From an optimization exercise on the open Yosys and OpenROAD flow, aimed at small area, a short achievable clock period and few clock cycles per item; shortcuts taken in it are not production practice.
For this run, only the layout was checked, not whether the RTL still works.
No activity file was given, so power comes from the tool's default toggle rates.

**flow/design.v**
```verilog
`timescale 1ns/1ps
module cnnTop (
    input  logic                            i_clk,
    input  logic                            i_rstN,
    input  logic                            i_wrEn,
    input  logic [6-1:0]          i_wrAddr,
    input  logic [8-1:0]           i_wrData,
    input  logic                            i_start,
    output logic                            o_busy,
    output logic                            o_done,
    output logic signed [24-1:0] o_result,
    output logic                            o_led
);
    logic [8-1:0] mem [64];
    logic [8-1:0] memData;
    assign memData = i_wrData & {8{i_rstN}};
    always_ff @(posedge i_clk) begin
        for (int p = 0; p < 64; p++) begin
            if (!i_rstN || (i_wrEn && i_wrAddr == 6'(p))) mem[p] <= memData;
        end
    end
    logic                  wrValid;
    logic [8-1:0] oldPix;
    logic [8-1:0] newPix;
    logic                  r0A, r7A, c0A, c7A;
    always_ff @(posedge i_clk) begin
        wrValid <= i_wrEn && i_rstN;
        oldPix  <= mem[i_wrAddr];
        newPix  <= i_wrData;
        r0A     <= i_wrAddr[5:3] == 3'd0;
        r7A     <= i_wrAddr[5:3] == 3'd7;
        c0A     <= i_wrAddr[2:0] == 3'd0;
        c7A     <= i_wrAddr[2:0] == 3'd7;
    end
    logic signed [8:0] diffA;
    logic              rbA, cbA;
    assign diffA = wrValid ? $signed({1'b0, newPix}) - $signed({1'b0, oldPix}) : 9'sd0;
    assign rbA   = r0A | r7A;
    assign cbA   = c0A | c7A;
    function automatic logic [17:0] csaSum(input logic [17:0] a, b, c);
        csaSum = a ^ b ^ c;
    endfunction
    function automatic logic [17:0] csaCry(input logic [17:0] a, b, c);
        csaCry = ((a & b) | (a & c) | (b & c)) << 1;
    endfunction
    logic [5:0] dl;
    logic [5:0] x0, y0, x1, y1, x2, y2;
    logic [5:0] l0Sum, l0Cry, l1Sum, l1Cry, l2Sum, l2Cry;
    assign dl = diffA[5:0];
    assign x0 = (rbA | cbA) ? dl << 2 : dl << 3;
    assign y0 = (rbA ^ cbA) ? dl << 1 : (rbA | cbA) ? 6'd0 : dl;
    assign x1 = (cbA ? dl << 1 : 6'd0) ^ {6{c0A}};
    assign y1 = (cbA && !rbA ? dl : 6'd0) ^ {6{c0A}};
    assign x2 = (rbA ? dl << 1 : 6'd0) ^ {6{r0A}};
    assign y2 = (rbA && !cbA ? dl : 6'd0) ^ {6{r0A}};
    logic signed [8:0] diffB;
    logic              r0B, r7B, c0B, c7B;
    logic [5:0]        l0, l1, l2;    
    logic [4:0]        l3h;           
    assign l0Sum = 6'(csaSum(18'(l0), 18'(x0), 18'(y0)));
    assign l0Cry = 6'(csaCry(18'(l0), 18'(x0), 18'(y0)));
    assign l1Sum = 6'(csaSum(18'(l1), 18'(x1), 18'(y1)));
    assign l1Cry = 6'(csaCry(18'(l1), 18'(x1), 18'(y1))) | 6'(c0A);
    assign l2Sum = 6'(csaSum(18'(l2), 18'(x2), 18'(y2)));
    assign l2Cry = 6'(csaCry(18'(l2), 18'(x2), 18'(y2))) | 6'(r0A);
    always_ff @(posedge i_clk) begin
        if (!i_rstN) begin
            diffB <= '0;
            l0    <= '0;
            l1    <= '0;
            l2    <= '0;
            l3h   <= '0;
        end else begin
            diffB <= diffA;
            l0    <= l0Sum + l0Cry;
            l1    <= l1Sum + l1Cry + 6'(c0A);
            l2    <= l2Sum + l2Cry + 6'(r0A);
            l3h   <= l3h + dl[4:0];
        end
        r0B <= r0A;
        r7B <= r7A;
        c0B <= c0A;
        c7B <= c7A;
    end
    logic [12:0] dB, xq, yq, zq, tqSum, tqCry;
    logic [1:0]  cq;
    assign dB = 13'(diffB);
    always_comb begin
        xq = '0;
        yq = '0;
        zq = '0;
        cq = 2'd0;
        case ({r0B, r7B, c0B, c7B})
            4'b0000: begin xq = dB << 3;    yq = ~dB;        cq = 2'd1; end
            4'b0010: begin xq = ~(dB << 1);                  cq = 2'd1; end
            4'b0001: begin xq = dB << 3;    yq = dB << 1;              end
            4'b1000: begin xq = dB << 3;    yq = dB << 2;   zq = dB;   end
            4'b0100: begin xq = ~(dB << 2); yq = ~dB;        cq = 2'd2; end
            4'b1010: begin xq = dB << 2;                                end
            4'b1001: begin xq = dB << 3;    yq = dB << 2;              end
            4'b0110: begin xq = ~(dB << 3);                  cq = 2'd1; end
            default: ;
        endcase
    end
    assign tqSum = 13'(csaSum(18'(xq), 18'(yq), 18'(zq)));
    assign tqCry = 13'(csaCry(18'(xq), 18'(yq), 18'(zq))) | 13'(cq[1]);
    logic [9:0] ca, cb, cc, ce, cf, cs1, cc1, cs2, cc2, cs3, cc3, cSum;
    assign ca  = 10'(l0);
    assign cb  = 10'(l1) << 1;
    assign cc  = ~(10'(l2) << 1);
    assign ce  = ~(10'(l2));
    assign cf  = ~(10'(l3h) << 1);
    assign cs1 = 10'(csaSum(18'(ca), 18'(cb), 18'(cc)));
    assign cc1 = 10'(csaCry(18'(ca), 18'(cb), 18'(cc))) | 10'd1;
    assign cs2 = 10'(csaSum(18'(ce), 18'(cf), 18'(cs1)));
    assign cc2 = 10'(csaCry(18'(ce), 18'(cf), 18'(cs1))) | 10'd1;
    assign cs3 = 10'(csaSum(18'(cc1), 18'(cc2), 18'(cs2)));
    assign cc3 = 10'(csaCry(18'(cc1), 18'(cc2), 18'(cs2))) | 10'd1;
    assign cSum = cs3 + cc3;
    logic [12:0] tq;
    logic [3:0]  flC;    
    always_ff @(posedge i_clk) begin
        if (!i_rstN) begin
            tq  <= '0;
            flC <= '0;
        end else begin
            tq  <= tqSum + tqCry + 13'(cq[0] | cq[1]);
            flC <= cSum[9:6];
        end
    end
    logic [17:0] q;
    logic [17:0] tqExt, rSum, rCry, resFull;
    assign tqExt   = {{5{tq[12]}}, tq};
    assign rSum    = csaSum(q, tqExt, {~{{10{flC[3]}}, flC}, 6'b111111});
    assign rCry    = csaCry(q, tqExt, {~{{10{flC[3]}}, flC}, 6'b111111}) | 18'd1;
    assign resFull = rSum + rCry;
    logic       busy;
    logic [2:0] runPipe;
    logic       accept;
    assign accept = i_start && !busy;
    always_ff @(posedge i_clk) begin
        if (!i_rstN) begin
            q        <= '0;
            busy     <= 1'b0;
            runPipe  <= '0;
            o_done   <= 1'b0;
            o_result <= '0;
        end else begin
            q       <= q + tqExt;
            runPipe <= {runPipe[1:0], accept};
            o_done  <= runPipe[2];
            if (accept)      busy <= 1'b1;
            else if (o_done) busy <= 1'b0;
            if (runPipe[2]) o_result <= 24'($signed(resFull[17:6]));
        end
    end
    assign o_busy = busy;
    assign o_led  = o_result[24-1];
endmodule
```
**flow/run.sh**
```bash
#!/bin/bash
# synth_recipe.tcl (not shown) runs the flow's synth.tcl, then flattens the netlist and writes it again
# the make line also repeats each setting of config.mk as NAME=value (left out here)
make -C /OpenROAD-flow-scripts/flow DESIGN_CONFIG=/design/flow/config.mk WORK_HOME=/design/flow/orfs CLKGATE_MAP_FILE= SYNTH_SCRIPT=/design/flow/synth_recipe.tcl finish
```
**flow/config.mk**
```make
export PLATFORM = sky130hd
export DESIGN_NAME = cnnTop
export DESIGN_NICKNAME = cnnTop
export VERILOG_FILES = /design/flow/design.v
export SDC_FILE = /design/flow/constraint.sdc
export NUM_CORES = 4
export LEC_CHECK = 0
export CAP_MARGIN = 20
export CORE_MARGIN = 2
export CORE_UTILIZATION = 40
export SETUP_SLACK_MARGIN = 5
export SLEW_MARGIN = 20
```
**flow/constraint.sdc**
```tcl
create_clock -name core_clock -period 8.0 [get_ports {i_clk}]
set_input_delay 1.6000 -clock core_clock [delete_from_list [all_inputs] [get_ports {i_clk}]]
set_output_delay 1.6000 -clock core_clock [all_outputs]
set_load 0.01 [all_outputs]
```
==> key figures <==
Yosys
  • Mapped cell area: 27200 um2
  • Yosys synthesis warning count: 2
  • Synthesized flop and latch total: 621
  • Cell count after synthesis: 2066
  • Synth cell count leaders: 512 x edfxtp_1, 232 x a22oi_1, 192 x nand2_1
  • Synth cell types: 62
  • Seq/Total Area, Yosys: 64.6%
  • Post-synthesis async set-or-reset flop share: 0%
  • Top_reg_cell synth: edfxtp_1
  • Cell with the most instances after synthesis: edfxtp_1
  • Mean area per synthesized cell: about 13 um2
  • EDFF count, synth: 512
  • Synth top area share: 56.6%
  • Cell taking the most area after synthesis: edfxtp_1
  • Synthesized net count: 2230
  • Top post-synthesis cells by area: edfxtp_1 57%, dfxtp_1 8.0%, a22oi_1 6.4%

Cells and area
  • Fin nets: ~2.4k
  • Finished Cell Area: 34300 um2
  • N_diodes: 0
  • Multi-input gate area: approximately 11000 um2
  • P&R area growth vs syn: 26.2%
  • Util after Layout: 51.0%
  • Filler Cells Inserted: 5723
  • Layout cells sized above 1: 26.5%
  • FF+latch area: between 15000 and 20000 um2

Power
  • Logic pwr share: 30.0%
  • Clock share of power: 30.8%
  • Seq pwr share: between 30% and 40%
  • Sw power: 3.28 mW
  • P_int: 7.21 mW
  • Leak: 12.6 nW
  • Worst vdd ir: 0.273 mV
  • Net Sw Frac: 31.2%
  • Pwr/cell area: 306 nW/um2

Global routing
  • Antenna violations before repair: 2
  • Vias in the first global route: about 19k
  • First-pass GRT wire length: 139000 um
  • Grt ovf: 0
  • Largest net degree at the start of global routing: 65
  • Total global routing track utilization: between 20% and 30%

Clocking
  • Clock latency on the worst-skew pair: 0.64 ns
  • CTS buffer count: 68
  • CTS max path bufs: 3
  • Clock transition at path regs: ~0.06 ns
  • CTS Hold Bufs: 0
  • Root buffer cell: clkbuf_16
  • Clock sinks: slightly above 600
  • H-tree levels: 3
  • CTS tree: yes

Setup path
  • CP delay by family, top: compound AO/OA/AOI/OAI gates
  • CP max FO: 5
  • Slowest CP cell: or3_4
  • Reg2Reg Capture Point: tq[12]$_SDFF_PN0_
  • Crit. End Element: flop
  • Critical Path RT: between 8 and 9 ns
  • Critical path class: flop to flop
  • Worst EP arrival: roughly 4.1 ns
  • Critical Path Max Stage Delay: about 0.43 ns
  • Stages on the worst setup path: 15
  • CP most frequent cell: fa_2
  • Critical Path Start Type: flop
  • CP bufs+invs: 2
  • R2R Setup Slk: 4.45 ns
  • Reg2reg start: r0B$_DFF_P_
  • Worst Reg2Reg Path Length in Cells: 15
  • Crit-path cells: or3_4, nor2_4, fa_1, inv_1, fa_2, inv_2, fa_2, a21o_1, a21oi_2, nor2b_2, o21a_1, o41ai_4, o21ai_2, a31oi_1, mux2i_1

Routing
  • Drt total wl: 99500 um
  • DR vias: 19.2k
  • Initial DRC Count: 2270
  • Post-route ant nets: 0
  • DRC violation count after routing: 0
  • Via-per-instance ratio: roughly 6.0
  • DR pass1 iterations: 6
  • Drt wl/cell: 31.1 um

Placement
  • Port Buffers: 44
  • Routability cong.: 0.966
  • Placed Area: 29200 um2
  • Setup WS pre-CTS: ~2.6 ns
  • Post-detail-place hpwl: approximately 64000 um

Die
  • I/O Pins: 45
  • Site Rows: 95
  • Initial core utilization: 40.4%
  • Area of the die: 70000 um2
  • DIE WIDTH: 265 um
  • Core Area: roughly 67000 um2
  • Die height: 265 um

Timing
  • Slew Limit Fails: 0
  • WHS: 0.423 ns
  • Tmin final: 3.55 ns
  • Final worst-path cycle share: 44.4%
  • RSZ-0062 raised after global routing: true
  • FMAX: roughly 280 MHz
  • Final setup violation count: 0
  • Max-slew headroom: 36.5%
  • Setup TNS: 0 ns
  • Slew @ Worst Pin: roughly 0.95 ns
  • Final setup skew: 0.0212 ns
  • Final worst slack: 4.45 ns
  • Final hold violation count: 0

Status
  • Status: finished clean

Min path
  • Hold path endpoint: c7B$_DFF_P_
  • Hold path startpoint: c7A$_DFF_P_
  • Hold Path Depth: 0
  • Worst hold path class: flop to flop

Job
  • Max-Cap Viols: 0
-- per-layer routing --
layer / global-route usage, % / up-vias / part of all wire (%)
li1: - / 8139 / -
met1: 37.4 / 9777 / 39
met2: 43.9 / 1095 / 45
met3: 5.72 / 234 / 9.2
met4: 15.0 / 2 / 6.1
met5: 0 / - / 0.013
-- repair_timing --
action | CTS | global route
gates cloned | 3 | 3
pin swaps | 80 | 76
buffers inserted | 94 | 46
setup endpoints to repair | 574 | 175
resized for setup | 255 | 111
-- power by group through the flow --
| stage | sequential, mW | combinational [mW] | clock (mW) |
|---|---|---|---|
| 2_1_floorplan | 4.08 | 1.98 | 0 |
| 3_3_place_gp | 4.17 | 2.55 | 0 |
| 3_5_place_dp | 4.17 | 2.62 | 0 |
| 4_1_cts | 4.11 | 2.94 | 3.26 |
| 5_1_grt | 4.15 | 3.50 | 3.37 |
| 6_report | 4.11 | 3.14 | 3.23 |
-- worst max-delay path by stage --
| stage | start | to | slack (ns) |
|---|---|---|---|
| floorplan | r0B$_DFF_P_ | tq[12]$_SDFF_PN0_ | 4.50 |
| global placement | i_wrAddr[3] | oldPix[5]$_DFF_P_ | 2.60 |
| detailed placement | i_wrAddr[5] | oldPix[0]$_DFF_P_ | 2.59 |
| CTS | l2[1]$_SDFF_PN0_ | flC[3]$_SDFF_PN0_ | 4.43 |
| global route | r0A$_DFF_P_ | l1[5]$_SDFF_PN0_ | 4.28 |
| finish | r0B$_DFF_P_ | tq[12]$_SDFF_PN0_ | 4.45 |
-- logic make-up (layout without fill, tap and decap cells) --
| group | count (synthesis) | count (layout) | share of synthesized area, % |
|---|---|---|---|
| AOI/OAI and AO/OA | 448 | 448 | 11.7 |
| xor gates and xnor gates | 68 | 68 | 2.19 |
| adders and majority gates | 146 | 146 | 8.30 |
| buffers and inverters | 205 | 459 | 3.07 |
| DFF | 621 | 621 | 64.6 |
| muxes | 18 | 18 | 0.672 |
| and+or+nand+nor | 560 | 562 | 9.50 |
-- per-stage QoR --
stage | power, mW | cells
2_1_floorplan | 6.06 | 2066
3_3_place_gp | 6.71 | 2927
3_5_place_dp | 6.78 | 2927
4_1_cts | 10.3 | 3146
5_1_grt | 11.0 | 3195
6_report | 10.5 | 3195
-- registers in the layout, indices dropped and copies added (netlist names), 8 cells and up --
name,cells
diffB,9
mem,512
newPix,8
o_result,12
oldPix,8
q,18
tq,13
-- area by class of cell --
class	instances	area share (%)
clock buffer	91	5.36
clock inverter	31	1.25
inverter	136	1.55
multi-input combinational	1242	31.4
sequential	621	51.3
tap	873	3.18
timing repair buffer	201	5.95
-- cells in the final DEF, fill, tap and decap left out, drive strengths merged, types with 17 or more instances in the layout --
cell and count:
edfxtp 512, a22oi 232, nand2 192, nor2 163
buf 162, inv 137, dfxtp 109, clkbuf 94
ha 89, a21oi 65, nand4 58, fa 57
o21ai 52, xnor2 45, nand3 32, and2 30
dlygate4sd2 27, xor2 23, clkinv 20, nor3 19
a21o 17, nor4 17

-- separate check: timing with driven ports --
Ports are ideal in the flow. The routed layout listed here was re-timed in OpenROAD.
Step 1 assumes that a clkbuf_16 drives the clock port and a buf_2 every other input.
Step 2 times the ports against the registers' clock, not the clock port: input delays grow and output delays shrink by t, the midpoint of the rising clock arrivals with the driver on.
Three values: ideal ports, drivers, drivers and shift; two values: the first two.
t (ns): 0.681
slack for setup (ns): 4.450 / 4.450 / 4.130
worst setup path after step 2: input to register
After both steps this run still meets setup and hold. The setup slack of this run moves by 0.000 ns with the drivers and by -0.320 ns with both steps.
